From an optimization exercise on the open Yosys and OpenROAD flow, aimed at small area and a short achievable clock period; shortcuts taken in it are not production practice. RTL that was checked went through simulation tests only; none was proved equivalent to the original. The RTL of runs 7 and 8 was laid out without a check of its function. No activity file was given, so power comes from the tool's default toggle rates.

File: flow/config.mk
export PLATFORM = sky130hd
export DESIGN_NAME = mem_hier_top
export DESIGN_NICKNAME = mem_hier_top
export VERILOG_FILES = /design/flow/design.v
export SDC_FILE = /design/flow/constraint.sdc
export NUM_CORES = 4
export LEC_CHECK = 0
export CAP_MARGIN = 20
export CORE_MARGIN = 2
export CORE_UTILIZATION = 60
export CTS_CLUSTER_DIAMETER = 80
export CTS_CLUSTER_SIZE = 24
export SETUP_SLACK_MARGIN = 3.3
export SLEW_MARGIN = 20
File: flow/constraint.sdc
create_clock -name core_clock -period 5.5 [get_ports {clock}]
set_input_delay 1.1000 -clock core_clock [delete_from_list [all_inputs] [get_ports {clock}]]
set_output_delay 1.1000 -clock core_clock [all_outputs]
set_load 0.01 [all_outputs]
File: flow/design.v
`timescale 1ns/100ps
`default_nettype none
package mem_hier_pkg;
  typedef logic [6-1:0] addr_t;   
  typedef logic [16-1:0] word_t;   
  typedef logic [6-$clog2(2)-1:0] l1_tag_t;
  typedef logic [$clog2(2)-1:0]         l1_way_t;   
  typedef logic [$clog2(8)-1:0] l2_slot_t;   
  typedef logic [$clog2(8)-1:0] l2_age_t;    
endpackage
`default_nettype wire
`default_nettype none
`timescale 1ns/100ps
module mem_hier_top (
  input  logic        clock,
  input  logic        reset,
  input  logic        i_read,
  input  logic        i_write,
  input  logic [5:0]  i_addr,
  input  logic [15:0] i_wdata,
  output logic        o_valid,
  output logic [15:0] o_rdata,
  output logic        o_hit_l1,
  output logic        o_hit_l2
);
  logic        s1_valid;
  logic        s1_write;
  logic [5:0]  s1_addr;
  logic [15:0] s1_wdata;
  logic [7:0]  s1_hi_w;           
  logic [7:0]  s1_hi_r;           
  logic [7:0]  s1_lo;             
  logic        s1_hit_m;          
  logic        s1_hit_l;          
  logic [7:0]  s1_l2_hv;          
  logic [7:0]  nx_hit_m_v;        
  logic        nx_hit_m;
  logic        nx_hit_l;
  logic [7:0]  nx_l2_hv;
  always_ff @(posedge clock or posedge reset)
  begin
    if (reset)
    begin
      s1_valid <= 1'b0;
      s1_hi_w  <= '0;
    end
    else
    begin
      s1_valid <= i_read | i_write;
      for (int h = 0; h < 8; h++)
        s1_hi_w[h] <= i_write && (i_addr[5:3] == 3'(h));
    end
  end
  always_ff @(posedge clock)
  begin
    s1_write <= i_write;
    s1_addr  <= i_addr;
    s1_wdata <= i_wdata;
    for (int h = 0; h < 8; h++)
    begin
      s1_hi_r[h] <= i_read && (i_addr[5:3] == 3'(h));
      s1_lo[h]   <= (i_addr[2:0] == 3'(h));
    end
    s1_hit_m <= nx_hit_m;
    s1_hit_l <= nx_hit_l;
    s1_l2_hv <= nx_l2_hv;
  end
  logic nx_same;                   
  assign nx_same = (i_addr == s1_addr);
  logic [4:0] l1_tag_m [0:1];    
  logic [4:0] l1_tag_l [0:1];    
  logic [1:0] l1_v_m;
  logic [1:0] l1_v_l;
  logic [1:0] l1_push;
  logic       l1_hit;
  assign l1_hit = s1_hit_m | s1_hit_l;
  genvar s;
  generate
    for (s = 0; s < 2; s++) begin : g_l1
      assign l1_push[s] = s1_valid && (s1_addr[0] == s) && !s1_hit_m;
      always_ff @(posedge clock or posedge reset)
      begin
        if (reset)
        begin
          l1_v_m[s] <= 1'b0;
          l1_v_l[s] <= 1'b0;
        end
        else if (l1_push[s])
        begin
          l1_v_m[s] <= 1'b1;
          l1_v_l[s] <= l1_v_m[s];
        end
      end
      always_ff @(posedge clock)
      begin
        if (l1_push[s])
        begin
          l1_tag_m[s] <= s1_addr[5:1];
          l1_tag_l[s] <= l1_tag_m[s];
        end
      end
    end
  endgenerate
  logic nx_eq_m;
  logic nx_eq_l;
  logic nx_push;
  assign nx_eq_m  = l1_v_m[i_addr[0]] && (l1_tag_m[i_addr[0]] == i_addr[5:1]);
  assign nx_eq_l  = l1_v_l[i_addr[0]] && (l1_tag_l[i_addr[0]] == i_addr[5:1]);
  assign nx_push  = l1_push[i_addr[0]];
  assign nx_hit_m = nx_push ? nx_same : nx_eq_m;
  assign nx_hit_l = nx_push ? nx_eq_m : nx_eq_l;
  logic [5:0] l2_tag [0:7];
  logic [7:0] l2_v;
  logic [7:0] l2_shift;
  logic [7:0] nx_eq;
  logic       l2_hit;
  logic       l2_act;
  assign l2_act = s1_valid && (s1_write || !l1_hit);
  assign l2_hit = |s1_l2_hv;
  always_comb
  begin
    l2_shift[0] = l2_act;
    for (int i = 1; i < 8; i++)
      l2_shift[i] = l2_shift[i-1] && !s1_l2_hv[i-1];
  end
  always_ff @(posedge clock or posedge reset)
  begin
    if (reset)
      l2_v <= '0;
    else
    begin
      if (l2_shift[0])
        l2_v[0] <= 1'b1;
      for (int i = 1; i < 8; i++)
        if (l2_shift[i])
          l2_v[i] <= l2_v[i-1];
    end
  end
  always_ff @(posedge clock)
  begin
    if (l2_shift[0])
      l2_tag[0] <= s1_addr;
    for (int i = 1; i < 8; i++)
      if (l2_shift[i])
        l2_tag[i] <= l2_tag[i-1];
  end
  always_comb
  begin
    for (int i = 0; i < 8; i++)
      nx_eq[i] = l2_v[i] && (l2_tag[i] == i_addr);
    nx_l2_hv[0] = l2_shift[0] ? nx_same : nx_eq[0];
    for (int i = 1; i < 8; i++)
      nx_l2_hv[i] = l2_shift[i] ? nx_eq[i-1] : nx_eq[i];
  end
  logic [15:0] mem_q [0:63];
  logic [63:0] written_q;         
  logic [63:0] wsel;              
  logic [63:0] rsel;              
  logic [15:0] grp [0:7];         
  logic [15:0] rd_word;
  always_comb
  begin
    for (int j = 0; j < 64; j++)
    begin
      wsel[j] = s1_hi_w[j/8] && s1_lo[j%8];
      rsel[j] = s1_hi_r[j/8] && s1_lo[j%8] && written_q[j];
    end
  end
  genvar j;
  generate
    for (j = 0; j < 64; j++) begin : g_word
      always_ff @(posedge clock)
      begin
        if (wsel[j])
          mem_q[j] <= s1_wdata;
      end
      always_ff @(posedge clock or posedge reset)
      begin
        if (reset)
          written_q[j] <= 1'b0;
        else if (wsel[j])
          written_q[j] <= 1'b1;
      end
    end
  endgenerate
  always_comb
  begin
    for (int h = 0; h < 8; h++)
    begin
      grp[h] = '0;
      for (int k = 0; k < 8; k++)
        grp[h] = grp[h] | ({16{rsel[8*h+k]}} & mem_q[8*h+k]);
    end
    rd_word = {16{s1_write}} & s1_wdata;
    for (int h = 0; h < 8; h++)
      rd_word = rd_word | grp[h];
  end
  always_ff @(posedge clock or posedge reset)
  begin
    if (reset)
    begin
      o_valid  <= 1'b0;
      o_hit_l1 <= 1'b0;
      o_hit_l2 <= 1'b0;
    end
    else
    begin
      o_valid  <= s1_valid;
      o_hit_l1 <= s1_valid && l1_hit;
      o_hit_l2 <= s1_valid && !l1_hit && l2_hit;
    end
  end
  always_ff @(posedge clock)
  begin
    o_rdata <= rd_word;
  end
endmodule
`default_nettype wire
File: flow/run.sh
#!/bin/bash
# synth_recipe.tcl (not shown) runs the flow's synth.tcl, then flattens the netlist and writes it again
# the make line also repeats each setting of config.mk as NAME=value (left out here)
make -C /OpenROAD-flow-scripts/flow DESIGN_CONFIG=/design/flow/config.mk WORK_HOME=/design/flow/orfs CLKGATE_MAP_FILE= SYNTH_SCRIPT=/design/flow/synth_recipe.tcl finish
==> results of run 1 <==
[report_power, final]
| group | internal (mW) | switching [mW] | total, mW |
|---|---|---|---|
| Combinational | 0.283 | 0.497 | 0.780 |
| Sequential | 10.5 | 0.263 | 10.8 |
| Clock | 2.12 | 2.91 | 5.03 |
| Total | 13.0 | 3.67 | 16.6 |
[kinds of logic after synthesis]
logic type      count (synthesis)  synth area share (%)
xor+xnor                       62                  1.20
mux                            25                 0.597
buf+inv                       171                  1.54
compound gates                439                  7.73
flops                        1245                  80.1
simple gates                  665                  8.79
[layer usage]
metal	global-route usage (%)	routed length (um)	part of all wire [%]
met4	27.4	15600	8.7
met3	15.2	30500	17
met5	0	0	0
met1	60.8	57500	32
met2	66.3	75400	42
[per-stage QoR]
stage	std cells	hold WS, ns	worst slack [ns]	cell area [um2]
3_5_place_dp	3564	0.421	1.87	47200
4_1_cts	3806	0.434	2.95	51600
3_3_place_gp	3564	0.420	1.85	47200
6_report	3846	0.426	2.88	52400
2_1_floorplan	2607	0.396	3.31	45300
5_1_grt	3841	0.466	2.98	52400
[cell usage after synthesis (all sizes together) (34+ instances only)]
cell type,number,area [um2]
and2,64,400
dfrtp,88,2200
nand3,41,205
dfxtp,65,1300
clkbuf,138,519
nand4,253,1580
or2,68,425
edfxtp,1092,32800
xnor2,34,298
a221oi,47,412
a22o,105,920
nor3,34,170
a22oi,270,2030
and3,67,424
nand2,40,150
[final timing paths]
kind	endpoint	slack (ns)	cells after the start
max	o_rdata[11]	2.88	8
max reg2reg	o_rdata[11]	2.88	8
max in group asynchronous	l1_v_m[1]	3.60	3
min reg2reg	o_hit_l2	0.43	1
min	o_hit_l2	0.43	1
min in group asynchronous	written_q[38]	0.87	2
[final cells by class]
type	count	area share, %
flip-flops and latches	1245	69.5
multi-input cells	1191	18.1
repair buffers	319	6.77
clock buffers	104	3.18
well taps	969	2.31
clock inverters	5	0.124
inverters	8	0.0645
diodes	5	0.0239
[state kept, by name (all words and copies together) (netlist names), 6 cells and up]
name       count
l1_tag_m      10
mem_q       1024
o_rdata       16
s1_hi_r        8
l2_v           8
l1_tag_l      10
written_q     64
s1_l2_hv       8
l2_tag        48
s1_addr        6
s1_hi_w        8
s1_wdata      16
s1_lo          8
[what timing repair did]
action,in CTS,in global routing
gates cloned,7,2
gates resized for setup,468,96
setup endpoints to repair,220,46
buffers inserted,126,31
pin swaps,86,65
[critical path, stage by stage, from the launching register on]
cell	delay (ns)
dfxtp_4	0.39
buf_12	0.15
clkbuf_4	0.19
buf_4	0.16
nand4_1	0.14
nand4_1	0.32
nor3_2	0.26
nand4_1	0.35
or4_4	0.53
==> impl_metrics.yaml, run 1 <==
outcome:
  status: "complete, no violations"
timing:
  worst_pin_slew_ns: 1.24
  grt_setup_unrepaired: "true"
  final-max-slew-violation-count: 0
  final-setup-viol-count: 0
  hold_viol: 0
  max-slew-margin-rel_pct: 17.3
  min_period_ns: 2.62
  fin_crit_sh_pct: 47.7
  tns_ns: 0
  final.setup_skew_ns: 0.0177
  clock.fmax_mhz: 381
floorplanning:
  die_w_um: 279
  placementRows: 100
  core_area_um2: 74600
  die_area_um2: 77700
  initial_core_util_pct: 60.7
  io_pins: 45
  die_h_um: 279
layout:
  synthToLayoutAreaGrowth_pct: 15.7
  seq_area_um2: 36400
  layout-drive-gt1-share_pct: 25.5
  final_util_pct: 70.3
  multi_input_area_um2: 9460
  final_cell_mix: "1092 x edfxtp_1, 253 x nand4_1, 217 x a22oi_1"
  final_common_cell: "edfxtp_1"
  nFillCells: 4779
  nets: 2849
synthesis:
  ys_seq_area_share_pct: 80.1
  syn_area_per_cell_um2: 17.4
  synthCells: 2607
  ys_ff_latch: 1245
  ys_types: 41
  ys_async_sr_fraction_pct: 7.07
  syn_area_um2: 45300
  synth-main-ff-cell: "edfxtp_1"
  ys_warn_count: 6
  syn-num-nets: 2633
  synth_enable_flop_cells: 1092
clock_tree:
  clock_sinks: 1245
  cts_made_buffers: 58
  cts_buffer_depth: 3
  cts-root-buf: "clkbuf_16"
  clock_latency_ns: 0.68
  cts_tree: "yes"
  htree_num_levels: 2
  clkTransAtPathRegs_ns: 0.09
  hold_buffers: 0
routing:
  drt_iter0_drc: 6043
  post_drt_wl_per_cell_um: 46.5
  detail_route.first_pass.iterations: 9
  drc: 0
  ant_nets: 0
  post_drt_via_cell_ratio: 7.70
  wl_um: 179000
  num_vias: 29600
global_routing:
  antenna_found_initial: 3
  grt_pass1_vias: 27400
  grt_first_pass_wirelength_um: 235000
  grt_usage_pct: 45.8
  grt_max_degree: 66
  grt.overflow.total: 0
power_and_ir_drop:
  total_power_mw: 16.6
  power_density_nw_per_um2: 317
  cellLeakagePower_nw: 17.5
  irDropWorstVdd_mv: 0.298
flow_run:
  cap_viol_max_count: 0
worst_hold_path:
  hold_start: "s1_hit_l"
  worst_hold_path_type: "reg -> reg"
place:
  gp_congestion: 0.936
  post-dp-hpwl_um: 98500
  io_buffers: 44
setup_path:
  critPathCaptureType: "flip-flop"
  r2r-start: "s1_lo[7]"
  cp.arrival_ns: 3.17
  worstSetupStartpointType: "flip-flop"
  crit_start: "s1_lo[7]"
  worst-setup-path-type: "reg -> reg"
  cp.required_ns: 6.05
  cp_max_fo: 6
==> run 2, diff against run 1 <==
--- a/flow/config.mk
+++ b/flow/config.mk
@@ -11,4 +11,4 @@
 export CTS_CLUSTER_DIAMETER = 80
 export CTS_CLUSTER_SIZE = 24
-export SETUP_SLACK_MARGIN = 3.3
+export SETUP_SLACK_MARGIN = 3.1
 export SLEW_MARGIN = 20
==> run 2 against run 1 <==
Die area stayed put. Setup slack better by 0.12 ns. Synthesized cell count stayed put. Register-to-register slack better by 0.12 ns. Highest routed layer is now met5. Global-route usage about the same. Sequential cell count unchanged. Via count up 0.25%. Count of clock-buffer cells in the layout stayed put. Hold slack gained 0.0037 ns.
==> impl_metrics.yaml, run 2 <==
outcome:
  status: "complete, no violations"
place:
  gp_congestion: 0.934
  io_buffers: 44
  post-dp-hpwl_um: 98600
timing:
  final.setup_skew_ns: 0.0566
  grt_setup_unrepaired: "true"
  final-setup-viol-count: 0
  min_period_ns: 2.50
  fin_crit_sh_pct: 45.5
  final-max-slew-violation-count: 0
  worst_pin_slew_ns: 1.24
  clock.fmax_mhz: 400
  hold_viol: 0
  tns_ns: 0
  max-slew-margin-rel_pct: 17.0
layout:
  final_common_cell: "edfxtp_1"
  layout-drive-gt1-share_pct: 22.3
  multi_input_area_um2: 9040
  largestRegisters: "mem_q (1024), written_q (64), l2_tag (48)"
  top_register: "mem_q"
  final_cell_mix: "1092 x edfxtp_1, 253 x nand4_1, 238 x a22oi_1"
  final_util_pct: 69.2
  seq_area_um2: 36400
  largest_reg_flops: 1024
  nets: 2812
  synthToLayoutAreaGrowth_pct: 13.9
  nFillCells: 4975
routing:
  post_drt_wl_per_cell_um: 46.9
  wl_um: 179000
  drc: 0
  detail_route.first_pass.iterations: 7
  num_vias: 29700
  post_drt_via_cell_ratio: 7.79
  drt_iter0_drc: 6310
  ant_nets: 0
floorplanning:
  die_h_um: 279
  io_pins: 45
  die_w_um: 279
  die_area_um2: 77700
  placementRows: 100
  initial_core_util_pct: 60.7
  core_area_um2: 74600
power_and_ir_drop:
  seqPwrFrac_pct: 64.9
  cellLeakagePower_nw: 17.1
  switching_share_pct: 22.3
  p_int_mw: 12.9
  pwr-share-comb_pct: 4.9
  p_switching_mw: 3.71
  pwr-share-clk_pct: 30.2
  irDropWorstVdd_mv: 0.306
  power_density_nw_per_um2: 323
synthesis:
  muxShareOfSynthArea_pct: 0.597
  synth_top_family_by_area: "simple AND/OR/NAND/NOR gates"
  synth_area_leaders: "edfxtp_1 72%, dfrtp_1 4.9%, a22oi_1 4.5%"
  ys_ff_latch: 1245
  synth_enable_flop_cells: 1092
  yosys-top-cells-count: "1092 x edfxtp_1, 269 x a22oi_1, 253 x nand4_1"
  synth_top_area_share_pct: 72.4
  ys_async_sr_fraction_pct: 7.07
  syn_area_per_cell_um2: 17.4
  ys_warn_count: 6
  yosysTopAreaCell: "edfxtp_1"
  syn_area_um2: 45300
  post-synth-top-count-cell: "edfxtp_1"
  yosys.area_share.simple_pct: 8.79
  synth_xor_area_share_pct: 1.20
  synth_compound_area_share_pct: 7.73
  ys_types: 41
  synthCells: 2607
  synth_fa_ha_area_share_pct: 0
  ys_seq_area_share_pct: 80.1
  syn-num-nets: 2633
  synth-main-ff-cell: "edfxtp_1"
setup_path:
  cp_max_fo: 6
  crit_start: "written_q[20]"
  worst-setup-path-type: "reg -> reg"
  critPathCaptureType: "flip-flop"
  cp.arrival_ns: 3.06
  cp.required_ns: 6.05
  worstSetupStartpointType: "flip-flop"
  r2r-start: "written_q[20]"
clock_tree:
  clkTransAtPathRegs_ns: 0.09
  clock_latency_ns: 0.71
  cts-root-buf: "clkbuf_16"
  hold_buffers: 0
  cts_buffer_depth: 3
  cts_tree: "yes"
  htree_num_levels: 2
  cts_made_buffers: 58
  clock_sinks: 1245
global_routing:
  grt_pass1_vias: 27600
  antenna_found_initial: 7
  grt.overflow.total: 0
  grt_max_degree: 66
  grt_usage_pct: 45.8
  grt_first_pass_wirelength_um: 236000
worst_hold_path:
  worst_hold_path_type: "reg -> reg"
  hold_start: "s1_hit_l"
flow_run:
  cap_viol_max_count: 0
-- run 2: worst max-delay path, stage by stage (launching register included) --
cell and delay, ns:
dfrtp_2 0.48, and3_4 0.27, buf_12 0.16, a22o_1 0.24
a221oi_2 0.22, nand4_1 0.44, or4_1 0.54
-- run 2: power groups by stage --
stage | Combinational [mW] | Sequential, mW | Clock (mW)
global placement | 0.636 | 11.0 | 0
floorplan | 0.315 | 10.9 | 0
CTS | 0.750 | 10.8 | 4.98
global route | 0.832 | 10.8 | 5.29
finish | 0.812 | 10.8 | 5.03
detailed placement | 0.646 | 11.0 | 0
-- run 2: cell families after synthesis --
kind of cell    Yosys count
xor+xnor                 62
simple gates            665
compound gates          439
mux                      25
flops                  1245
buf+inv                 171
-- run 2: cell type report --
class | count | area share, %
Multi-Input combinational cell | 1192 | 17.5
Tap cell | 969 | 2.35
Sequential cell | 1245 | 70.6
Inverter | 8 | 0.0655
Antenna cell | 7 | 0.0340
Clock buffer | 104 | 3.27
Clock inverter | 6 | 0.0776
Timing Repair Buffer | 281 | 6.08
-- run 2: what timing repair did --
| item | 4_1_cts | 5_1_grt |
|---|---|---|
| buffers inserted | 84 | 32 |
| setup endpoints to repair | 97 | 22 |
| gates resized for setup | 328 | 92 |
| pin swaps | 36 | 45 |
| cloned | 9 | 3 |
-- run 2: through the flow --
| stage | std cells | worst slack [ns] | power, mW | area, um2 | hold slack (ns) |
|---|---|---|---|---|---|
| final | 3812 | 3.00 | 16.6 | 51600 | 0.430 |
| after global routing | 3805 | 2.98 | 16.9 | 51600 | 0.441 |
| after CTS | 3770 | 2.98 | 16.5 | 50800 | 0.431 |
| after detailed placement | 3567 | 2.10 | 11.7 | 47200 | 0.416 |
| after global placement | 3567 | 2.04 | 11.6 | 47200 | 0.431 |
| after floorplan | 2607 | 3.11 | 11.3 | 45300 | 0.396 |
-- run 2: path summary, 6_finish.rpt --
path | to | slack [ns] | cells past startpoint
min reg2reg | o_hit_l2 | 0.43 | 1
max reg2reg | o_rdata[6] | 3.00 | 6
max | o_rdata[6] | 3.00 | 6
min | o_hit_l2 | 0.43 | 1
min in group asynchronous | written_q[13] | 0.95 | 3
max in group asynchronous | written_q[23] | 3.90 | 3
-- run 2: routing by layer --
metal,global-route usage (%),up-vias,share of wire (%)
met5,0.438,-,0.030
met3,16.4,827,17
met2,65.0,3147,42
li1,-,11000,-
met1,59.4,14700,32
met4,31.9,8,9.3
==> run 3, diff against run 2 <==
--- a/flow/design.v
+++ b/flow/design.v
@@ -9,4 +9,37 @@
   typedef logic [$clog2(8)-1:0] l2_age_t;    
 endpackage
+`default_nettype wire
+`default_nettype none
+`timescale 1ns/100ps
+module rd_group (
+  input  logic [7:0]   i_sel,
+  input  logic [127:0] i_words,    
+  output logic [15:0]  o_word
+);
+  logic [15:0] t [0:7];
+  genvar k;
+  generate
+    for (k = 0; k < 8; k++) begin : g_t
+      assign t[k] = {16{i_sel[k]}} & i_words[16*k +: 16];
+    end
+  endgenerate
+  assign o_word = t[0] | t[1] | t[2] | t[3] | t[4] | t[5] | t[6] | t[7];
+endmodule
+module rd_nor3 (
+  input  logic [15:0] i_a,
+  input  logic [15:0] i_b,
+  input  logic [15:0] i_c,
+  output logic [15:0] o_word_n
+);
+  assign o_word_n = ~(i_a | i_b | i_c);
+endmodule
+module rd_nand3 (
+  input  logic [15:0] i_a_n,
+  input  logic [15:0] i_b_n,
+  input  logic [15:0] i_c_n,
+  output logic [15:0] o_word
+);
+  assign o_word = ~(i_a_n & i_b_n & i_c_n);
+endmodule
 `default_nettype wire
 `default_nettype none
@@ -59,7 +92,8 @@
     for (int h = 0; h < 8; h++)
     begin
+      s1_lo[h]   <= (i_addr[2:0] == 3'(h));
+    end
+    for (int h = 0; h < 8; h++)
       s1_hi_r[h] <= i_read && (i_addr[5:3] == 3'(h));
-      s1_lo[h]   <= (i_addr[2:0] == 3'(h));
-    end
     s1_hit_m <= nx_hit_m;
     s1_hit_l <= nx_hit_l;
@@ -156,6 +190,6 @@
   logic [63:0] written_q;         
   logic [63:0] wsel;              
+  logic [63:0] written_d;         
   logic [63:0] rsel;              
-  logic [15:0] grp [0:7];         
   logic [15:0] rd_word;
   always_comb
@@ -164,4 +198,5 @@
     begin
       wsel[j] = s1_hi_w[j/8] && s1_lo[j%8];
+      written_d[j] = written_q[j] || wsel[j];
       rsel[j] = s1_hi_r[j/8] && s1_lo[j%8] && written_q[j];
     end
@@ -179,21 +214,28 @@
         if (reset)
           written_q[j] <= 1'b0;
-        else if (wsel[j])
-          written_q[j] <= 1'b1;
-      end
-    end
-  endgenerate
-  always_comb
-  begin
-    for (int h = 0; h < 8; h++)
-    begin
-      grp[h] = '0;
-      for (int k = 0; k < 8; k++)
-        grp[h] = grp[h] | ({16{rsel[8*h+k]}} & mem_q[8*h+k]);
-    end
-    rd_word = {16{s1_write}} & s1_wdata;
-    for (int h = 0; h < 8; h++)
-      rd_word = rd_word | grp[h];
-  end
+        else
+          written_q[j] <= written_d[j];
+      end
+    end
+  endgenerate
+  logic [127:0] grp_words;
+  genvar h;
+  generate
+    for (h = 0; h < 8; h++) begin : g_grp
+      rd_group u_grp (
+        .i_sel   (rsel[8*h +: 8]),
+        .i_words ({mem_q[8*h+7], mem_q[8*h+6], mem_q[8*h+5], mem_q[8*h+4],
+                   mem_q[8*h+3], mem_q[8*h+2], mem_q[8*h+1], mem_q[8*h]}),
+        .o_word  (grp_words[16*h +: 16])
+      );
+    end
+  endgenerate
+  logic [15:0] wr_word;
+  logic [15:0] part_n [0:2];
+  assign wr_word = {16{s1_write}} & s1_wdata;
+  rd_nor3 u_nor0 (.i_a(grp_words[15:0]),   .i_b(grp_words[31:16]),  .i_c(grp_words[47:32]),   .o_word_n(part_n[0]));
+  rd_nor3 u_nor1 (.i_a(grp_words[63:48]),  .i_b(grp_words[79:64]),  .i_c(grp_words[95:80]),   .o_word_n(part_n[1]));
+  rd_nor3 u_nor2 (.i_a(grp_words[111:96]), .i_b(grp_words[127:112]), .i_c(wr_word),          .o_word_n(part_n[2]));
+  rd_nand3 u_nand (.i_a_n(part_n[0]), .i_b_n(part_n[1]), .i_c_n(part_n[2]), .o_word(rd_word));
   always_ff @(posedge clock or posedge reset)
   begin
--- a/flow/config.mk
+++ b/flow/config.mk
@@ -13,2 +13,4 @@
 export SETUP_SLACK_MARGIN = 3.1
 export SLEW_MARGIN = 20
+export SYNTH_HIERARCHICAL = 1
+export SYNTH_MINIMUM_KEEP_SIZE = 0
==> run 3 against run 2 <==
Still clean on timing, DRC and antenna. Hold slack improved by 0.031 ns. Combinational power fell by 25%. Cell count fell by 8.1%. First-iteration DRC count fell by 58%. Core utilization shrank 5.8 points. Critical path depth fell by 1. Clock power shrank 3%. Setup slack gained 0.079 ns. Synthesized cell count is 4.4% lower. Global-route usage shrank 18 points. Die area increased by 1.3%. Critical endpoint is now o_rdata[3]. Largest cell class unchanged.
==> impl_metrics.yaml, run 3 <==
synthesis:
  syn-num-nets: 2519
  yosys.area_share.simple_pct: 6.78
  yosysTopAreaCell: "edfxtp_1"
  synth_top_area_share_pct: 71.5
  yosys-top-cells-count: "1092 x edfxtp_1, 488 x a22oi_1, 137 x nand4_1"
  syn_area_per_cell_um2: 18.4
  ys_seq_area_share_pct: 79.1
  post-synth-top-count-cell: "edfxtp_1"
  synth-main-ff-cell: "edfxtp_1"
  synth_fa_ha_area_share_pct: 0
  synth_enable_flop_cells: 1092
  ys_types: 41
  synth_top_family_by_area: "compound AO/OA/AOI/OAI gates"
  muxShareOfSynthArea_pct: 0.657
  synthCells: 2493
  ys_ff_latch: 1245
  synth_compound_area_share_pct: 8.77
  synth_xor_area_share_pct: 1.20
  synth_area_leaders: "edfxtp_1 71%, a22oi_1 8.0%, dfrtp_1 4.8%"
  ys_async_sr_fraction_pct: 7.07
  syn_area_um2: 45900
  ys_warn_count: 18
clock_tree:
  hold_buffers: 0
  cts_buffer_depth: 3
  htree_num_levels: 2
  cts_made_buffers: 58
  clock_latency_ns: 0.65
  cts-root-buf: "clkbuf_16"
  post-cts-setup-buffer-count: 0
  clock_sinks: 1245
  clkTransAtPathRegs_ns: 0.09
  cts_tree: "yes"
setup_path:
  r2r-start: "s1_lo[0]"
  cp.arrival_ns: 3.01
  r2r_cells: 5
  worst-setup-path-type: "reg -> reg"
  cp.required_ns: 6.08
  worstSetupStartpointType: "flip-flop"
  r2r_slack_ns: 3.08
  cp_max_fo: 16
  critPathCaptureType: "flip-flop"
  rr_endpoint: "o_rdata[3]"
layout:
  final_common_cell: "edfxtp_1"
  largestRegisters: "mem_q (1024), written_q (64), l2_tag (48)"
  final_cell_mix: "1092 x edfxtp_1, 486 x a22oi_1, 137 x nand4_1"
  largest_reg_flops: 1024
  layout-drive-gt1-share_pct: 12.5
  synthToLayoutAreaGrowth_pct: 4.75
  top_register: "mem_q"
  nets: 2498
place:
  pre_cts_ws_ns: 2.05
  post-dp-hpwl_um: 62900
  io_buffers: 44
  gp_congestion: 0.794
timing:
  final-max-slew-violation-count: 0
  worst_pin_slew_ns: 1.15
  fin_crit_sh_pct: 44.1
  final.setup_skew_ns: 0.0191
  hold_viol: 0
  final-setup-viol-count: 0
  grt_setup_unrepaired: "true"
  min_period_ns: 2.42
  max-slew-margin-rel_pct: 23.1
  clock.fmax_mhz: 413
  setup_ws_ns: 3.08
  tns_ns: 0
power_and_ir_drop:
  total_power_mw: 16.2
  power_density_nw_per_um2: 337
  cellLeakagePower_nw: 15.3
  irDropWorstVdd_mv: 0.244
floorplanning:
  die_h_um: 281
  initial_core_util_pct: 60.5
  placementRows: 101
  die_area_um2: 78700
  io_pins: 45
  die_w_um: 281
  core_area_um2: 75800
worst_hold_path:
  hold_start: "l1_tag_m[0][0]"
  worst_hold_path_type: "reg -> reg"
  min_path_cells: 0
  whs_endpoint: "l1_tag_l[0][0]"
flow_run:
  cap_viol_max_count: 0
routing:
  post_drt_via_cell_ratio: 6.53
  ant_nets: 0
  post_drt_wl_per_cell_um: 30.8
  num_vias: 22900
  drc: 0
  detail_route.first_pass.iterations: 6
  wl_um: 108000
  drt_iter0_drc: 2652
global_routing:
  grt_max_degree: 66
  grt.overflow.total: 0
  grt_first_pass_wirelength_um: 156000
  grt_usage_pct: 27.8
  grt_pass1_vias: 22400
  antenna_found_initial: 2
outcome:
  status: "complete, no violations"
[run 3: cells by family after synthesis]
kind of cell,Yosys count
buffers and inverters,159
AND/OR/NAND/NOR,478
flip-flops,1245
AO/OA/AOI/OAI,520
multiplexers,28
XOR/XNOR,63
[run 3: per-module statistics from Yosys (local to each module, per instance)]
module	flops+latches	cells inside	cell area, um2
rd_group	0	96	779
rd_nand3	0	16	80.1
rd_nor3	0	16	160
mem_hier_top	1245	1661	39100
[run 3: final cells by class]
class	instances	area, um2
diodes	2	5.00
clock buffers	107	1710
clock inverters	3	30.0
fillers	5337	27800
inverters	8	33.8
multi-input cells	1089	8120
flip-flops and latches	1245	36300
well taps	978	1220
repair buffers	70	611
[run 3: power by group]
group          internal [mW]  leakage [nW]  switching, mW  total (mW)
Clock                   2.12         0.828           2.78        4.90
Sequential              10.5          11.5          0.143        10.7
Combinational          0.212          3.00          0.395       0.607
Total                   12.9          15.3           3.31        16.2
[run 3: per-stage QoR]
stage / cell area (um2) / hold WS, ns / cells / utilization, %
after floorplan: 45900 / 0.417 / 2493 / -
after global placement: 46200 / 0.443 / 3390 / 60.9
after detailed placement: 46200 / 0.437 / 3390 / 60.9
after CTS: 48000 / 0.459 / 3500 / 63.3
after global routing: 48100 / 0.466 / 3500 / 63.4
final: 48100 / 0.461 / 3502 / 63.4
[run 3: timing repair]
item / CTS / global route
cloned: 0 / 0
gates resized for setup: 61 / 34
pin swaps: 0 / 1
setup endpoints to repair: 111 / 35
hold endpoints to repair: 0 / 0
[run 3: how the worst max path moves through the flow]
stage | from | end | slack, ns | depth (start not counted)
floorplan | i_addr[5] | s1_l2_hv[2] | 3.11 | 5
global placement | i_addr[0] | s1_hit_l | 2.09 | 6
detailed placement | i_addr[0] | s1_hit_m | 2.05 | 6
CTS | o_rdata[6] | o_rdata[6] | 3.03 | 1
global route | s1_lo[0] | o_rdata[2] | 3.07 | 5
finish | s1_lo[0] | o_rdata[3] | 3.08 | 5
[run 3: layer usage]
layer | wire, um | GRT usage, % | vias up
met1 | 45800 | 40.5 | 12000
met3 | 7950 | 4.89 | 121
met2 | 51300 | 43.9 | 776
li1 | - | - | 9993
met5 | 0 | 0 | -
met4 | 2820 | 7.36 | 0
[run 3: worst max-delay path, cell delays in order (launching register included)]
cell,delay [ns]
dfxtp_2,0.72
and3_1,0.84
a22oi_1,0.22
nand4_1,0.31
nor3_4,0.12
nand3_1,0.14
==> run 4, diff against run 3 <==
--- a/flow/config.mk
+++ b/flow/config.mk
@@ -11,5 +11,5 @@
 export CTS_CLUSTER_DIAMETER = 80
 export CTS_CLUSTER_SIZE = 24
-export SETUP_SLACK_MARGIN = 3.1
+export SETUP_SLACK_MARGIN = 3.3
 export SLEW_MARGIN = 20
 export SYNTH_HIERARCHICAL = 1
==> run 4 against run 3 <==
Clock power about the same. Critical endpoint is now o_valid. Sequential share of layout area fell by 0.45 points. Clock skew barely moved. Still clean on timing, DRC and antenna. Cell count unchanged. Highest routed layer is now met5. Core utilization grew 0.40 points.
==> impl_metrics.yaml, run 4 <==
power_and_ir_drop:
  power_density_nw_per_um2: 336
  pwr-share-comb_pct: 3.8
  pwr-share-clk_pct: 30.2
  seqPwrFrac_pct: 66.0
  p_switching_mw: 3.32
  p_int_mw: 12.9
  irDropWorstVdd_mv: 0.330
  switching_share_pct: 20.4
  cellLeakagePower_nw: 15.3
synthesis:
  synth_compound_area_share_pct: 8.77
  synth_area_leaders: "edfxtp_1 71%, a22oi_1 8.0%, dfrtp_1 4.8%"
  yosysTopAreaCell: "edfxtp_1"
  syn_area_um2: 45900
  synth_top_area_share_pct: 71.5
  synth_top_family_by_area: "compound AO/OA/AOI/OAI gates"
  synth-main-ff-cell: "edfxtp_1"
  ys_ff_latch: 1245
  yosys.area_share.simple_pct: 6.78
  synth_fa_ha_area_share_pct: 0
  ys_async_sr_fraction_pct: 7.07
  yosys-top-cells-count: "1092 x edfxtp_1, 488 x a22oi_1, 137 x nand4_1"
  muxShareOfSynthArea_pct: 0.657
  syn-num-nets: 2519
  synth_xor_area_share_pct: 1.20
  ys_types: 41
  ys_warn_count: 18
  synth_enable_flop_cells: 1092
  syn_area_per_cell_um2: 18.4
  post-synth-top-count-cell: "edfxtp_1"
  ys_seq_area_share_pct: 79.1
  synthCells: 2493
routing:
  drt_iter0_drc: 2778
  drc: 0
  post_drt_wl_per_cell_um: 31.2
  ant_nets: 0
  wl_um: 109000
  num_vias: 23100
  post_drt_via_cell_ratio: 6.61
  detail_route.first_pass.iterations: 5
timing:
  final.setup_skew_ns: 0.0195
  tns_ns: 0
  grt_setup_unrepaired: "true"
  worst_pin_slew_ns: 1.16
  min_period_ns: 2.25
  worst_hold_slack_ns: 0.463
  clock.fmax_mhz: 445
  final-setup-viol-count: 0
  fin_crit_sh_pct: 40.9
  hold_viol: 0
  final-max-slew-violation-count: 0
  max-slew-margin-rel_pct: 22.9
layout:
  final_util_pct: 63.8
  nets: 2499
  final_cell_mix: "1092 x edfxtp_1, 478 x a22oi_1, 137 x nand4_1"
  nFillCells: 5305
  largestRegisters: "mem_q (1024), written_q (64), l2_tag (48)"
  layout-drive-gt1-share_pct: 15.4
  top_register: "mem_q"
  largest_reg_flops: 1024
  final_common_cell: "edfxtp_1"
  synthToLayoutAreaGrowth_pct: 5.41
setup_path:
  critPathCaptureType: "primary output"
  worstSetupStartpointType: "flip-flop"
  worst-setup-path-type: "reg -> out"
  cpPeakStageDelay_ns: 0.37
  path_buf_inv: 1
  r2r_slack_ns: 3.31
  cp.required_ns: 4.40
  cp_slowest_cell: "dfrtp_1"
  crit_chain: "buf_2"
  cp.arrival_ns: 1.15
  cp_max_fo: 1
  crit_family: "flip-flops"
clock_tree:
  clock_sinks: 1245
  htree_num_levels: 2
  cts_made_buffers: 58
  cts_buffer_depth: 3
  clkTransAtPathRegs_ns: 0.09
  cts-root-buf: "clkbuf_16"
  post-cts-setup-buffer-count: 0
  cts_tree: "yes"
  clock_latency_ns: 0.66
worst_hold_path:
  worst_hold_path_type: "reg -> reg"
floorplanning:
  placementRows: 101
  die_h_um: 281
  die_w_um: 281
  core_area_um2: 75800
  die_area_um2: 78700
  io_pins: 45
  initial_core_util_pct: 60.5
place:
  gp_congestion: 0.885
  post-dp-hpwl_um: 65600
  io_buffers: 44
global_routing:
  grt_usage_pct: 28.0
  grt_first_pass_wirelength_um: 158000
  grt.overflow.total: 0
  grt_pass1_vias: 22400
  antenna_found_initial: 5
  grt_max_degree: 66
outcome:
  status: "complete, no violations"
flow_run:
  cap_viol_max_count: 0
[run 4: cell counts after synthesis]
Identical to the previous run, type by type.
[run 4: final timing paths]
check	from	end	cells past startpoint
max	o_valid	o_valid	1
min	l1_tag_m[1][1]	l1_tag_l[1][1]	0
max reg2reg	s1_lo[0]	mem_q[24][2]	1
min reg2reg	l1_tag_m[1][1]	l1_tag_l[1][1]	0
max in group asynchronous	reset	written_q[35]	3
min in group asynchronous	reset	o_valid	2
[run 4: per-module statistics from Yosys (local to each module, per instance)]
module | cells inside | copies in the design
mem_hier_top | 1661 | 1
rd_group | 96 | 8
rd_nor3 | 16 | 3
rd_nand3 | 16 | 1
[run 4: logic make-up after synthesis]
| kind of cell | after synthesis |
|---|---|
| AO/OA/AOI/OAI | 520 |
| multiplexers | 28 |
| AND/OR/NAND/NOR | 478 |
| buffers and inverters | 159 |
| flip-flops | 1245 |
| XOR/XNOR | 63 |
[run 4: area by class of cell]
cell class | count | area (um2) | area share (%)
timing repair buffer | 71 | 613 | 1.27
tap | 978 | 1220 | 2.53
antenna | 1 | 2.50 | 0.00517
clock inverter | 3 | 26.3 | 0.0543
clock buffer | 107 | 1730 | 3.58
multi-input combinational | 1089 | 8390 | 17.3
inverter | 8 | 33.8 | 0.0699
sequential | 1245 | 36300 | 75.1
[run 4: what timing repair did]
item | in CTS | in global routing
setup endpoints to repair | 591 | 50
gates cloned | 0 | 0
gates resized for setup | 198 | 56
pin swaps | 5 | 15
hold buffers | 0 | 0
[run 4: layer usage]
layer,up-vias,routed length (um),track usage (%)
li1,9996,-,-
met1,12100,47100,42.0
met2,876,51800,44.0
met3,116,7630,3.51
met4,2,2770,7.58
met5,-,13,0
[run 4: power groups by stage]
stage | combinational [mW] | sequential [mW] | clock [mW]
final | 0.616 | 10.7 | 4.91
after global routing | 0.666 | 10.7 | 5.31
after CTS | 0.619 | 10.7 | 5.01
after detailed placement | 0.619 | 10.9 | 0
after global placement | 0.600 | 10.9 | 0
after floorplan | 0.311 | 10.9 | 0
[run 4: through the flow]
step                power [mW]  worst slack (ns)  instance area (um2)  cells
floorplan                 11.2              3.30                45900   2493
global placement          11.5              2.15                46200   3391
detailed placement        11.5              2.14                46200   3391
CTS                       16.3              3.19                48200   3501
global route              16.7              3.21                48400   3502
finish                    16.2              3.25                48400   3502
==> run 5, diff against run 4 <==
--- a/flow/config.mk
+++ b/flow/config.mk
@@ -8,5 +8,5 @@
 export CAP_MARGIN = 20
 export CORE_MARGIN = 2
-export CORE_UTILIZATION = 60
+export CORE_UTILIZATION = 70
 export CTS_CLUSTER_DIAMETER = 80
 export CTS_CLUSTER_SIZE = 24
==> run 5 against run 4 <==
Clock power is 5.3% lower. Core utilization grew 10 points. Die area shrank 14%. Critical path depth did not move. Still clean on timing, DRC and antenna. Via count increased by 0.41%. Highest routed layer is now met4.
==> impl_metrics.yaml, run 5 <==
clock_tree:
  cts_made_buffers: 57
  clkTransAtPathRegs_ns: 0.10
  cts-root-buf: "clkbuf_16"
  clock_sinks: 1245
  clock_latency_ns: 0.65
  cts_buffer_depth: 3
  cts_tree: "yes"
  htree_num_levels: 2
global_routing:
  grt_first_pass_wirelength_um: 150000
  antenna_found_initial: 0
  grt_max_degree: 66
  grt_usage_pct: 30.9
  grt.overflow.total: 0
  grt_pass1_vias: 22500
layout:
  final_common_cell: "edfxtp_1"
  layoutNonFillerInstCount: 3365
  top_register: "mem_q"
  layout-drive-gt1-share_pct: 14.4
  nets: 2493
  nFillCells: 3778
  synthToLayoutAreaGrowth_pct: 4.26
  largest_reg_flops: 1024
  final_cell_mix: "1092 x edfxtp_1, 483 x a22oi_1, 137 x nand4_1"
  diodes: 0
  largestRegisters: "mem_q (1024), written_q (64), l2_tag (48)"
worst_hold_path:
  min_path_cells: 0
  whs_endpoint: "l1_tag_l[1][1]"
  worst_hold_path_type: "reg -> reg"
  hold_start: "l1_tag_m[1][1]"
floorplanning:
  die_h_um: 260
  initial_core_util_pct: 71.0
  placementRows: 93
  die_w_um: 260
  core_area_um2: 64600
  die_area_um2: 67600
  io_pins: 45
synthesis:
  syn_area_um2: 45900
  syn-num-nets: 2519
  yosysTopAreaCell: "edfxtp_1"
  ys_ff_latch: 1245
  post-synth-top-count-cell: "edfxtp_1"
  ys_types: 41
  ys_async_sr_fraction_pct: 7.07
  synthCells: 2493
  synth-main-ff-cell: "edfxtp_1"
  syn_area_per_cell_um2: 18.4
  ys_seq_area_share_pct: 79.1
  ys_warn_count: 18
  synth_top_area_share_pct: 71.5
  synth_enable_flop_cells: 1092
  synth_area_leaders: "edfxtp_1 71%, a22oi_1 8.0%, dfrtp_1 4.8%"
  yosys-top-cells-count: "1092 x edfxtp_1, 488 x a22oi_1, 137 x nand4_1"
setup_path:
  worst-setup-path-type: "reg -> out"
  cp_slowest_cell: "dfrtp_1"
  rr_endpoint: "o_rdata[5]"
  r2r-start: "s1_lo[4]"
  critPathCaptureType: "primary output"
  worstSetupStartpointType: "flip-flop"
  cp_max_fo: 1
  path_buf_inv: 1
  r2r_cells: 6
  cp.arrival_ns: 1.15
  cpPeakStageDelay_ns: 0.38
  r2r_slack_ns: 3.32
  crit_chain: "buf_2"
  cp.required_ns: 4.40
  crit_family: "flip-flops"
routing:
  num_vias: 23200
  detail_route.first_pass.iterations: 5
  post_drt_via_cell_ratio: 6.90
  ant_nets: 0
  post_drt_wl_per_cell_um: 30.4
  drt_iter0_drc: 3190
  wl_um: 102000
  drc: 0
place:
  pre_cts_ws_ns: 1.96
  post-dp-hpwl_um: 60200
  io_buffers: 44
  gp_congestion: 0.841
  dp.cells: 3263
flow_run:
  cap_viol_max_count: 0
timing:
  clock.fmax_mhz: 444
  hold_viol: 0
  final.setup_skew_ns: 0.0222
  final-setup-viol-count: 0
  grt_setup_unrepaired: "true"
  worst_pin_slew_ns: 1.12
  max-slew-margin-rel_pct: 25.4
  fin_crit_sh_pct: 40.9
  setup_ws_ns: 3.25
  min_period_ns: 2.25
  tns_ns: 0
  final-max-slew-violation-count: 0
power_and_ir_drop:
  power_density_nw_per_um2: 333
  irDropWorstVdd_mv: 0.412
  total_power_mw: 15.9
  cellLeakagePower_nw: 15.2
outcome:
  status: "complete, no violations"
==> run 5: cell counts after synthesis <==
Identical to the previous run, type by type.
==> run 5: worst max-delay path by stage <==
stage	startpoint	to	slack (ns)	cells after the start
global route	o_valid	o_valid	3.18	1
global placement	i_addr[0]	s1_l2_hv[6]	2.06	6
floorplan	i_addr[0]	s1_hit_l	3.30	6
detailed placement	i_addr[0]	s1_l2_hv[6]	1.96	6
finish	o_valid	o_valid	3.25	1
CTS	o_valid	o_valid	3.20	1
==> run 5: cell type report <==
cell class                      instances  area (um2)  share of cell area (%)
Inverter                                8        33.8                  0.0706
Multi-Input combinational cell       1089        8250                    17.2
Clock buffer                          101        1600                    3.34
Timing Repair Buffer                   66         549                    1.15
Clock inverter                          1        3.75                 0.00785
Tap cell                              855        1070                    2.24
Sequential cell                      1245       36300                    76.0
==> run 5: what timing repair did <==
item	CTS	global route
hold buffers	0	0
endpoints found under the setup margin	268	49
pin swaps	7	10
gates resized for setup	177	40
buffers inserted	0	0
==> run 5: routing by layer <==
metal	routed length (um)	track usage (%)	up-vias
met1	41500	46.4	12000
met3	8190	3.58	143
met2	49100	48.5	1079
li1	-	-	9976
met5	0	0	-
met4	3490	10.2	0
==> run 5: logic make-up after synthesis <==
logic type,share of synthesized area [%]
buffers and inverters,3.48
xor gates and xnor gates,1.20
and+or+nand+nor,6.78
muxes,0.657
DFF,79.1
AOI/OAI and AO/OA,8.77
==> run 5: report_power, final <==
part / internal (mW) / total (mW) / switching [mW]
clock: 1.97 / 4.65 / 2.68
sequential: 10.5 / 10.7 / 0.158
combinational: 0.214 / 0.586 / 0.373
==> run 5: metrics by stage <==
step / hold WS, ns / utilization [%] / instance area, um2
3_3_place_gp: 0.442 / 71.2 / 46000
4_1_cts: 0.458 / 73.9 / 47700
2_1_floorplan: 0.417 / - / 45900
3_5_place_dp: 0.440 / 71.2 / 46000
5_1_grt: 0.472 / 74.1 / 47800
6_report: 0.455 / 74.1 / 47800
==> run 5: modules after synthesis, one instance, submodules excluded <==
module | copies in the design | cell area (um2) | cells inside | flops+latches
rd_group | 8 | 779 | 96 | 0
mem_hier_top | 1 | 39100 | 1661 | 1245
rd_nor3 | 3 | 160 | 16 | 0
rd_nand3 | 1 | 80.1 | 16 | 0
==> run 6, diff against run 5 <==
--- a/flow/config.mk
+++ b/flow/config.mk
@@ -10,5 +10,5 @@
 export CORE_UTILIZATION = 70
 export CTS_CLUSTER_DIAMETER = 80
-export CTS_CLUSTER_SIZE = 24
+export CTS_CLUSTER_SIZE = 30
 export SETUP_SLACK_MARGIN = 3.3
 export SLEW_MARGIN = 20
==> run 6 against run 5 <==
Still clean. First-iteration DRC count shrank 1.3%. Count of clock-buffer cells in the layout is 18 lower. Area after synthesis unchanged. Synthesized cell count did not move. Combinational power is essentially flat. Cell count fell by 0.42%. Power is 1.7% lower. Critical path type unchanged. Largest cell class unchanged. Largest power group unchanged.
==> impl_metrics.yaml, run 6 <==
outcome:
  status: "complete, no violations"
setup_path:
  cp.arrival_ns: 1.14
  worstSetupStartpointType: "flip-flop"
  crit_family: "flip-flops"
  worst-setup-path-type: "reg -> out"
  cp_slowest_cell: "dfrtp_1"
  path_buf_inv: 1
  crit_chain: "buf_2"
  cpPeakStageDelay_ns: 0.38
  critPathCaptureType: "primary output"
  cp.required_ns: 4.40
  cp_max_fo: 1
synthesis:
  ys_seq_area_share_pct: 79.1
  syn_area_per_cell_um2: 18.4
  synth_enable_flop_cells: 1092
  synth_area_leaders: "edfxtp_1 71%, a22oi_1 8.0%, dfrtp_1 4.8%"
  ys_types: 41
  ys_ff_latch: 1245
  syn_area_um2: 45900
  syn-num-nets: 2519
  ys_async_sr_fraction_pct: 7.07
  yosys-top-cells-count: "1092 x edfxtp_1, 488 x a22oi_1, 137 x nand4_1"
  ys_warn_count: 18
  synthCells: 2493
  yosysTopAreaCell: "edfxtp_1"
  synth_top_area_share_pct: 71.5
  post-synth-top-count-cell: "edfxtp_1"
  synth-main-ff-cell: "edfxtp_1"
timing:
  clock.fmax_mhz: 447
  final-max-slew-violation-count: 0
  worst_pin_slew_ns: 1.11
  final-setup-viol-count: 0
  max-slew-margin-rel_pct: 25.9
  min_period_ns: 2.24
  final.setup_skew_ns: 0.0312
  fin_crit_sh_pct: 40.7
  tns_ns: 0
  hold_viol: 0
  grt_setup_unrepaired: "true"
routing:
  post_drt_via_cell_ratio: 6.94
  drt_iter0_drc: 3150
  ant_nets: 0
  post_drt_wl_per_cell_um: 30.5
  detail_route.first_pass.iterations: 5
  wl_um: 102000
  drc: 0
  num_vias: 23300
layout:
  final_cell_mix: "1092 x edfxtp_1, 486 x a22oi_1, 137 x nand4_1"
  final_common_cell: "edfxtp_1"
  layout-drive-gt1-share_pct: 14.2
  nFillCells: 3773
  synthToLayoutAreaGrowth_pct: 3.86
  largestRegisters: "mem_q (1024), written_q (64), l2_tag (48)"
  nets: 2484
  top_register: "mem_q"
  diodes: 0
  largest_reg_flops: 1024
  final_area_um2: 47700
global_routing:
  grt_usage_pct: 30.7
  grt_max_degree: 66
  antenna_found_initial: 1
  grt_first_pass_wirelength_um: 149000
  grt.overflow.total: 0
  grt_pass1_vias: 22400
floorplanning:
  die_area_um2: 67600
  die_w_um: 260
  initial_core_util_pct: 71.0
  io_pins: 45
  die_h_um: 260
  core_area_um2: 64600
  placementRows: 93
clock_tree:
  clock_sinks: 1245
  cts-root-buf: "clkbuf_16"
  clock_latency_ns: 0.63
  cts_made_buffers: 48
  clkTransAtPathRegs_ns: 0.11
  htree_num_levels: 2
  cts_buffer_depth: 3
  cts_tree: "yes"
flow_run:
  cap_viol_max_count: 0
power_and_ir_drop:
  power_density_nw_per_um2: 329
  cellLeakagePower_nw: 15.1
  irDropWorstVdd_mv: 0.361
place:
  post-dp-hpwl_um: 60200
  io_buffers: 44
  postPlaceCellArea_um2: 46000
  gp_congestion: 0.841
worst_hold_path:
  worst_hold_path_type: "reg -> reg"
[run 6: cell counts after synthesis]
No cell type changed its count.
[run 6: layer usage]
metal	up-vias	global-route usage, %	wire length (um)
li1	9953	-	-
met4	0	9.36	3160
met5	-	0	0
met2	1079	48.5	49400
met1	12100	46.1	41500
met3	117	3.70	8060
[run 6: final cells by class]
cell class	count	area, um2	area share (%)
clock buffer	83	1370	2.88
clock inverter	5	52.6	0.110
inverter	8	33.8	0.0709
multi-input combinational	1089	8230	17.3
sequential	1245	36300	76.3
tap	855	1070	2.24
timing repair buffer	66	558	1.17
[run 6: modules after synthesis (local to each module, per instance)]
module        cell area, um2  flops+latches  copies in the design
mem_hier_top           39100           1245                     1
rd_group                 779              0                     8
rd_nand3                80.1              0                     1
rd_nor3                  160              0                     3
[run 6: power by group]
group          internal, mW  switching (mW)
sequential             10.5           0.159
clock                  1.74            2.63
combinational         0.214           0.374
total                  12.5            3.16
[run 6: logic make-up (layout without fill, tap and decap cells)]
logic type	Yosys count	after routing	synth area share (%)
muxes	28	28	0.657
buffers and inverters	159	162	3.48
AOI/OAI and AO/OA	520	520	8.77
and+or+nand+nor	478	478	6.78
DFF	1245	1245	79.1
xor gates and xnor gates	63	63	1.20
[run 6: path summary, 6_finish.rpt]
| kind | cells past startpoint | start | slack, ns | endpoint |
|---|---|---|---|---|
| setup / recovery | 1 | o_valid | 3.26 | o_valid |
| hold / removal | 0 | l1_tag_m[0][1] | 0.47 | l1_tag_l[0][1] |
| setup reg to reg | 6 | s1_lo[1] | 3.31 | o_rdata[9] |
| hold reg to reg | 0 | l1_tag_m[0][1] | 0.47 | l1_tag_l[0][1] |
| max in group asynchronous | 3 | reset | 3.73 | written_q[50] |
| min in group asynchronous | 2 | reset | 0.82 | l2_v[0] |
[run 6: per-stage QoR]
stage          std cells  utilization, %  hold WS, ns  setup slack [ns]  power (mW)
5_1_grt             3351            73.8        0.481              3.20        16.1
2_1_floorplan       2493               -        0.417              3.30        11.2
3_3_place_gp        3263            71.2        0.442              2.06        11.5
4_1_cts             3351            73.6        0.466              3.23        15.7
3_5_place_dp        3263            71.2        0.440              1.96        11.5
6_report            3351            73.8        0.465              3.26        15.7
[run 6: what timing repair did]
item                                    CTS  global route
gates resized for setup                 175            38
hold buffers                              0             0
setup buffers                             0             0
endpoints found under the setup margin  292            50
endpoints found under the hold margin     0             0
pin swaps                                 5            11
==> run 7, diff against run 6 <==
--- a/flow/design.v
+++ b/flow/design.v
@@ -62,5 +62,5 @@
   logic [15:0] s1_wdata;
   logic [7:0]  s1_hi_w;           
-  logic [7:0]  s1_hi_r;           
+  logic [63:0] s1_rsel;           
   logic [7:0]  s1_lo;             
   logic        s1_hit_m;          
@@ -71,4 +71,5 @@
   logic        nx_hit_l;
   logic [7:0]  nx_l2_hv;
+  logic [63:0] nx_rsel;
   always_ff @(posedge clock or posedge reset)
   begin
@@ -94,6 +95,5 @@
       s1_lo[h]   <= (i_addr[2:0] == 3'(h));
     end
-    for (int h = 0; h < 8; h++)
-      s1_hi_r[h] <= i_read && (i_addr[5:3] == 3'(h));
+    s1_rsel  <= nx_rsel;
     s1_hit_m <= nx_hit_m;
     s1_hit_l <= nx_hit_l;
@@ -191,5 +191,4 @@
   logic [63:0] wsel;              
   logic [63:0] written_d;         
-  logic [63:0] rsel;              
   logic [15:0] rd_word;
   always_comb
@@ -199,5 +198,5 @@
       wsel[j] = s1_hi_w[j/8] && s1_lo[j%8];
       written_d[j] = written_q[j] || wsel[j];
-      rsel[j] = s1_hi_r[j/8] && s1_lo[j%8] && written_q[j];
+      nx_rsel[j] = i_read && (i_addr == 6'(j)) && written_d[j];
     end
   end
@@ -224,5 +223,5 @@
     for (h = 0; h < 8; h++) begin : g_grp
       rd_group u_grp (
-        .i_sel   (rsel[8*h +: 8]),
+        .i_sel   (s1_rsel[8*h +: 8]),
         .i_words ({mem_q[8*h+7], mem_q[8*h+6], mem_q[8*h+5], mem_q[8*h+4],
                    mem_q[8*h+3], mem_q[8*h+2], mem_q[8*h+1], mem_q[8*h]}),
--- a/flow/config.mk
+++ b/flow/config.mk
@@ -8,8 +8,8 @@
 export CAP_MARGIN = 20
 export CORE_MARGIN = 2
-export CORE_UTILIZATION = 70
+export CORE_UTILIZATION = 60
 export CTS_CLUSTER_DIAMETER = 80
-export CTS_CLUSTER_SIZE = 30
-export SETUP_SLACK_MARGIN = 3.3
+export CTS_CLUSTER_SIZE = 24
+export SETUP_SLACK_MARGIN = 3.1
 export SLEW_MARGIN = 20
 export SYNTH_HIERARCHICAL = 1
==> run 7 against run 6 <==
Synthesized cell count up 2.9%. Critical path type unchanged. Combinational power is 11% higher. Largest cell class unchanged. First-iteration DRC count down 7.2%. Sequential power is 4% higher. Power up 6.9%. Clock power grew 15%. Die area grew 20%. Core utilization decreased by 10 points.
==> impl_metrics.yaml, run 7 <==
timing:
  hold_viol: 0
  clock.fmax_mhz: 424
  final.setup_skew_ns: 0.0214
  worst_pin_slew_ns: 1.18
  max-slew-margin-rel_pct: 21.5
  fin_crit_sh_pct: 42.8
  grt_setup_unrepaired: "false"
  final-setup-viol-count: 0
  final-max-slew-violation-count: 0
  tns_ns: 0
  min_period_ns: 2.36
power_and_ir_drop:
  p_switching_mw: 3.44
  pwr-share-clk_pct: 29.9
  cellLeakagePower_nw: 15.5
  power_density_nw_per_um2: 339
  p_int_mw: 13.3
  pwr-share-comb_pct: 3.9
  seqPwrFrac_pct: 66.2
  irDropWorstVdd_mv: 0.331
  switching_share_pct: 20.5
global_routing:
  grt_first_pass_wirelength_um: 168000
  antenna_found_initial: 12
  grt_usage_pct: 29.3
  grt_max_degree: 74
  grt.overflow.total: 0
  grt_pass1_vias: 23400
routing:
  ant_nets: 0
  post_drt_wl_per_cell_um: 32.2
  post_drt_via_cell_ratio: 6.54
  drc: 0
  num_vias: 23900
  detail_route.first_pass.iterations: 5
  drt_iter0_drc: 2923
  wl_um: 118000
clock_tree:
  cts_tree: "yes"
  clock_latency_ns: 0.67
  cts-root-buf: "clkbuf_16"
  cts_buffer_depth: 3
  cts_made_buffers: 60
  htree_num_levels: 2
  hold_buffers: 0
  clkTransAtPathRegs_ns: 0.10
  clock_sinks: 1301
floorplanning:
  die_w_um: 284
  die_area_um2: 80900
  initial_core_util_pct: 60.8
  die_h_um: 284
  placementRows: 102
  io_pins: 45
  core_area_um2: 77600
layout:
  final_common_cell: "edfxtp_1"
  layout-drive-gt1-share_pct: 11.6
  largestRegisters: "mem_q (1024), s1_rsel (64), written_q (64)"
  synthToLayoutAreaGrowth_pct: 4.77
  nets: 2588
  final_cell_mix: "1092 x edfxtp_1, 488 x a22oi_1, 136 x nand4_1"
  top_register: "mem_q"
  final_util_pct: 63.7
  largest_reg_flops: 1024
setup_path:
  worstSetupStartpointType: "flip-flop"
  cp.required_ns: 4.40
  cp.arrival_ns: 1.26
  path_buf_inv: 1
  worst-setup-path-type: "reg -> out"
  crit_family: "flip-flops"
  cpPeakStageDelay_ns: 0.37
  crit_chain: "clkdlybuf4s15_2"
  critPathCaptureType: "primary output"
  cp_slowest_cell: "dfxtp_2"
  cp_max_fo: 1
synthesis:
  synth_area_leaders: "edfxtp_1 70%, a22oi_1 7.8%, dfxtp_1 5.1%"
  synth-main-ff-cell: "edfxtp_1"
  syn-num-nets: 2591
  yosysTopAreaCell: "edfxtp_1"
  ys_types: 49
  ys_ff_latch: 1301
  ys_async_sr_fraction_pct: 6.76
  synth_enable_flop_cells: 1092
  yosys-top-cells-count: "1092 x edfxtp_1, 488 x a22oi_1, 136 x nand4_1"
  synth_top_area_share_pct: 69.5
  post-synth-top-count-cell: "edfxtp_1"
  synthCells: 2565
  syn_area_um2: 47200
  ys_warn_count: 18
  ys_seq_area_share_pct: 79.3
  syn_area_per_cell_um2: 18.4
place:
  gp_congestion: 0.820
  post-dp-hpwl_um: 71700
  io_buffers: 44
worst_hold_path:
  worst_hold_path_type: "reg -> reg"
outcome:
  status: "complete, no violations"
flow_run:
  cap_viol_max_count: 0
run 7: changes by cell type after synthesis, sizes merged, moves of 5 or more:
cell | previous run | this run
and3 | 65 | 1
nand2 | 10 | 23
clkbuf | 16 | 6
nand3 | 16 | 22
nor3b | 3 | 67
buf | 135 | 144
nand2b | 6 | 11
dfxtp | 65 | 121
run 7: through the flow:
step / hold WS [ns] / area, um2 / worst slack [ns] / instances / power [mW]
detailed placement: 0.435 / 47600 / 2.00 / 3537 / 12.0
global route: 0.472 / 49400 / 3.11 / 3652 / 17.3
global placement: 0.436 / 47600 / 2.08 / 3537 / 12.0
floorplan: 0.395 / 47200 / 3.33 / 2565 / 11.7
CTS: 0.456 / 49400 / 3.10 / 3651 / 16.8
finish: 0.457 / 49400 / 3.14 / 3655 / 16.8
run 7: power by group through the flow:
stage	Clock, mW	Combinational [mW]	Sequential [mW]
floorplan	0	0.353	11.3
global placement	0	0.649	11.3
detailed placement	0	0.656	11.3
CTS	5.10	0.651	11.1
global route	5.45	0.702	11.1
finish	5.01	0.650	11.1
run 7: cell families after synthesis:
logic type,after synthesis,share of synthesized area (%)
buffers and inverters,157,3.43
XOR/XNOR,64,1.19
flip-flops,1301,79.3
multiplexers,21,0.496
AND/OR/NAND/NOR,499,7.01
AO/OA/AOI/OAI,523,8.57
run 7: path summary, 6_finish.rpt:
path	from	to	slack, ns	depth (start not counted)
worst max-delay path	o_rdata[14]	o_rdata[14]	3.14	1
worst min-delay path	written_q[47]	written_q[47]	0.46	1
worst max register to register	s1_rsel[16]	o_rdata[11]	3.15	4
worst min register to register	written_q[47]	written_q[47]	0.46	1
max in group asynchronous	reset	written_q[34]	3.47	3
min in group asynchronous	reset	s1_valid	0.76	2
run 7: metal layers:
layer | share of wire (%) | wire [um] | global-route usage [%] | vias to the layer above
met2 | 47 | 55600 | 45.5 | 1062
met5 | 0.024 | 28 | 0 | -
li1 | - | - | - | 10200
met1 | 40 | 46600 | 40.5 | 12400
met4 | 3.6 | 4260 | 10.1 | 4
met3 | 9.6 | 11300 | 7.76 | 159
run 7: per-module statistics from Yosys, one instance, submodules excluded:
module	cell area [um2]	cells inside
rd_group	779	96
rd_nor3	160	16
mem_hier_top	40400	1733
rd_nand3	80.1	16
run 7: layout make-up:
cell class / instances / area (um2)
multi-input cells: 1107 / 8200
flip-flops and latches: 1301 / 37400
inverters: 7 / 30.0
fillers: 5571 / 28200
well taps: 1040 / 1300
repair buffers: 85 / 713
clock inverters: 1 / 20.0
diodes: 3 / 7.51
clock buffers: 111 / 1720
run 7: what timing repair did:
action                     4_1_cts  5_1_grt
pin swaps                        1        0
buffers inserted                 2        0
gates resized for setup         51        7
setup endpoints to repair       99        7
==> run 8, diff against run 7 <==
--- a/flow/config.mk
+++ b/flow/config.mk
@@ -11,5 +11,5 @@
 export CTS_CLUSTER_DIAMETER = 80
 export CTS_CLUSTER_SIZE = 24
-export SETUP_SLACK_MARGIN = 3.1
+export SETUP_SLACK_MARGIN = 3.3
 export SLEW_MARGIN = 20
 export SYNTH_HIERARCHICAL = 1
==> run 8 against run 7 <==
Still clean. Hold slack improved by 0.0011 ns. Cell count about the same. Final area increased by 0.33%. Non-clock buffer count is the same. Wire length shrank 0.11%. Sequential share of layout area shrank 0.16 points. Count of clock-buffer cells in the layout did not move. Synthesized cell count is the same. Global-route usage hardly changed. Clock skew about the same. Power up 0.14%. Critical path type unchanged. Critical endpoint is now o_valid. Highest routed layer unchanged.
==> impl_metrics.yaml, run 8 <==
routing:
  wl_um: 118000
  post_drt_wl_per_cell_um: 32.2
  top_layer: "met5"
  wl_met2_um: 55800
  wl_met3_um: 10700
  drt-met1-wl_um: 46800
  drt_iter0_drc: 2920
  detail_route.first_pass.iterations: 5
  num_vias: 23900
  post_drt_via_cell_ratio: 6.53
  ant_nets: 0
  drc: 0
clock_tree:
  hold_buffers: 0
  cts_made_buffers: 60
  cts_tree: "yes"
  clkTransAtPathRegs_ns: 0.09
  clock_latency_ns: 0.67
  cts_buffer_depth: 3
  cts-root-buf: "clkbuf_16"
  clock_sinks: 1301
  htree_num_levels: 2
global_routing:
  grt.overflow.total: 0
  grt_first_pass_wirelength_um: 168000
  grt_usage_pct: 29.3
  grt_max_degree: 74
  antenna_found_initial: 11
  grt_pass1_vias: 23400
power_and_ir_drop:
  cellLeakagePower_nw: 15.6
  total_power_mw: 16.8
  power_density_nw_per_um2: 338
  irDropWorstVdd_mv: 0.329
setup_path:
  cp_slowest_cell: "dfrtp_1"
  crit_chain: "buf_2"
  r2r-start: "s1_lo[6]"
  crit_family: "flip-flops"
  rr_endpoint: "s1_rsel[22]"
  cp.arrival_ns: 1.18
  path_buf_inv: 1
  worst-setup-path-type: "reg -> out"
  critPathCaptureType: "primary output"
  worstSetupStartpointType: "flip-flop"
  cp.required_ns: 4.40
  cpPeakStageDelay_ns: 0.38
  cp_max_fo: 1
  r2r_slack_ns: 3.30
  r2r_cells: 3
synthesis:
  synth_area_leaders: "edfxtp_1 70%, a22oi_1 7.8%, dfxtp_1 5.1%"
  syn_area_um2: 47200
  syn-num-nets: 2591
  post-synth-top-count-cell: "edfxtp_1"
  ys_warn_count: 18
  ys_ff_latch: 1301
  ys_seq_area_share_pct: 79.3
  syn_area_per_cell_um2: 18.4
  yosys-top-cells-count: "1092 x edfxtp_1, 488 x a22oi_1, 136 x nand4_1"
  ys_types: 49
  ys_async_sr_fraction_pct: 6.76
  synth_top_area_share_pct: 69.5
  synth_enable_flop_cells: 1092
  yosysTopAreaCell: "edfxtp_1"
  synthCells: 2565
  synth-main-ff-cell: "edfxtp_1"
timing:
  worst_pin_slew_ns: 1.13
  max-slew-margin-rel_pct: 24.8
  clock.fmax_mhz: 439
  hold_viol: 0
  final-max-slew-violation-count: 0
  min_period_ns: 2.28
  final-setup-viol-count: 0
  setup_ws_ns: 3.22
  grt_setup_unrepaired: "true"
  tns_ns: 0
  final.setup_skew_ns: 0.0213
  fin_crit_sh_pct: 41.5
layout:
  top_register: "mem_q"
  largest_reg_flops: 1024
  largestRegisters: "mem_q (1024), s1_rsel (64), written_q (64)"
  nets: 2588
  final_cell_mix: "1092 x edfxtp_1, 488 x a22oi_1, 136 x nand4_1"
  layout-drive-gt1-share_pct: 14.2
  synthToLayoutAreaGrowth_pct: 5.12
  final_common_cell: "edfxtp_1"
flow_run:
  cap_viol_max_count: 0
worst_hold_path:
  worst_hold_path_type: "reg -> reg"
  whs_endpoint: "written_q[47]"
  min_path_cells: 1
  hold_start: "written_q[47]"
place:
  gp_congestion: 0.820
  io_buffers: 44
  pre_cts_ws_ns: 2.00
  post-dp-hpwl_um: 71700
floorplanning:
  io_pins: 45
  placementRows: 102
  initial_core_util_pct: 60.8
  die_area_um2: 80900
  core_area_um2: 77600
  die_h_um: 284
  die_w_um: 284
outcome:
  status: "complete, no violations"
==> run 8: cell counts after synthesis <==
Identical to the previous run, type by type.
==> run 8: kinds of logic after synthesis <==
| kind of cell | after synthesis | share of synthesized area [%] |
|---|---|---|
| compound gates | 523 | 8.57 |
| xor+xnor | 64 | 1.19 |
| buf+inv | 157 | 3.43 |
| flops | 1301 | 79.3 |
| mux | 21 | 0.496 |
| simple gates | 499 | 7.01 |
==> run 8: worst max path at each step <==
stage	endpoint	cells after the start	start
after global placement	s1_rsel[31]	3	i_addr[4]
after CTS	o_valid	1	o_valid
after global routing	o_hit_l1	1	o_hit_l1
after floorplan	s1_rsel[32]	5	i_addr[4]
final	o_valid	1	o_valid
after detailed placement	s1_rsel[33]	3	i_addr[5]
==> run 8: modules after synthesis, one instance, submodules excluded <==
module	cells inside	flops+latches	area [um2]
mem_hier_top	1733	1301	40400
rd_group	96	0	779
rd_nand3	16	0	80.1
rd_nor3	16	0	160
==> run 8: repair_timing <==
item | in CTS | in global routing
pin swaps | 2 | 5
setup buffers | 2 | 0
endpoints found under the setup margin | 135 | 124
gates resized for setup | 131 | 54
==> run 8: metal layers <==
metal,up-vias,GRT usage (%)
met5,-,0
met4,6,10.3
met3,162,7.84
met2,978,45.5
met1,12500,40.5
li1,10300,-
==> run 8: cell type report <==
type | instances | area [um2]
sequential | 1301 | 37500
fill | 5557 | 28000
multi-input combinational | 1107 | 8290
clock buffer | 111 | 1720
tap | 1040 | 1300
timing repair buffer | 85 | 747
inverter | 7 | 30.0
clock inverter | 1 | 20.0
antenna | 1 | 2.50
==> run 8: where the power goes <==
part | leakage, nW | total, mW | internal, mW | switching (mW)
clock | 0.827 | 5.01 | 2.13 | 2.88
sequential | 12.0 | 11.1 | 10.9 | 0.156
combinational | 2.80 | 0.664 | 0.247 | 0.417
==> run 8: through the flow <==
step | util, % | instance area, um2 | hold slack [ns] | instances
after CTS | 63.7 | 49500 | 0.456 | 3651
after floorplan | - | 47200 | 0.395 | 2565
after global routing | 63.9 | 49600 | 0.472 | 3652
after global placement | 61.4 | 47600 | 0.436 | 3537
final | 63.9 | 49600 | 0.458 | 3653
after detailed placement | 61.4 | 47600 | 0.435 | 3537

afterwards: timing with drivers on the ports:
No port has a modelled driver above. Below, the same layouts with a new extraction and two added sets of constraints.
Step 1: set_driving_cell puts a clkbuf_16 on clock and a buf_2 on each other input, an assumption about the parent block.
Step 2 also shifts input and output timing later by t, the mid clock arrival at the registers, as if the neighbouring blocks saw the same clock.
Slacks: no drivers / after step 1 / after step 2; pairs: no drivers / after step 1.
| run | t (ns) | setup WS [ns] |
|---|---|---|
| run 1 | 0.740 | 2.878 / 2.878 / 2.777 |
| run 2 | 0.760 | 2.998 / 2.998 / 2.547 |
| run 3 | 0.714 | 3.077 / 3.070 / 2.568 |
| run 4 | 0.717 | 3.252 / 3.183 / 2.791 |
| run 5 | 0.712 | 3.248 / 3.179 / 2.786 |
| run 6 | 0.685 | 3.262 / 3.196 / 2.908 |
| run 7 | 0.728 | 3.144 / 3.076 / 2.581 |
| run 8 | 0.730 | 3.220 / 3.152 / 2.687 |
After both steps setup and hold are still met in every run listed.
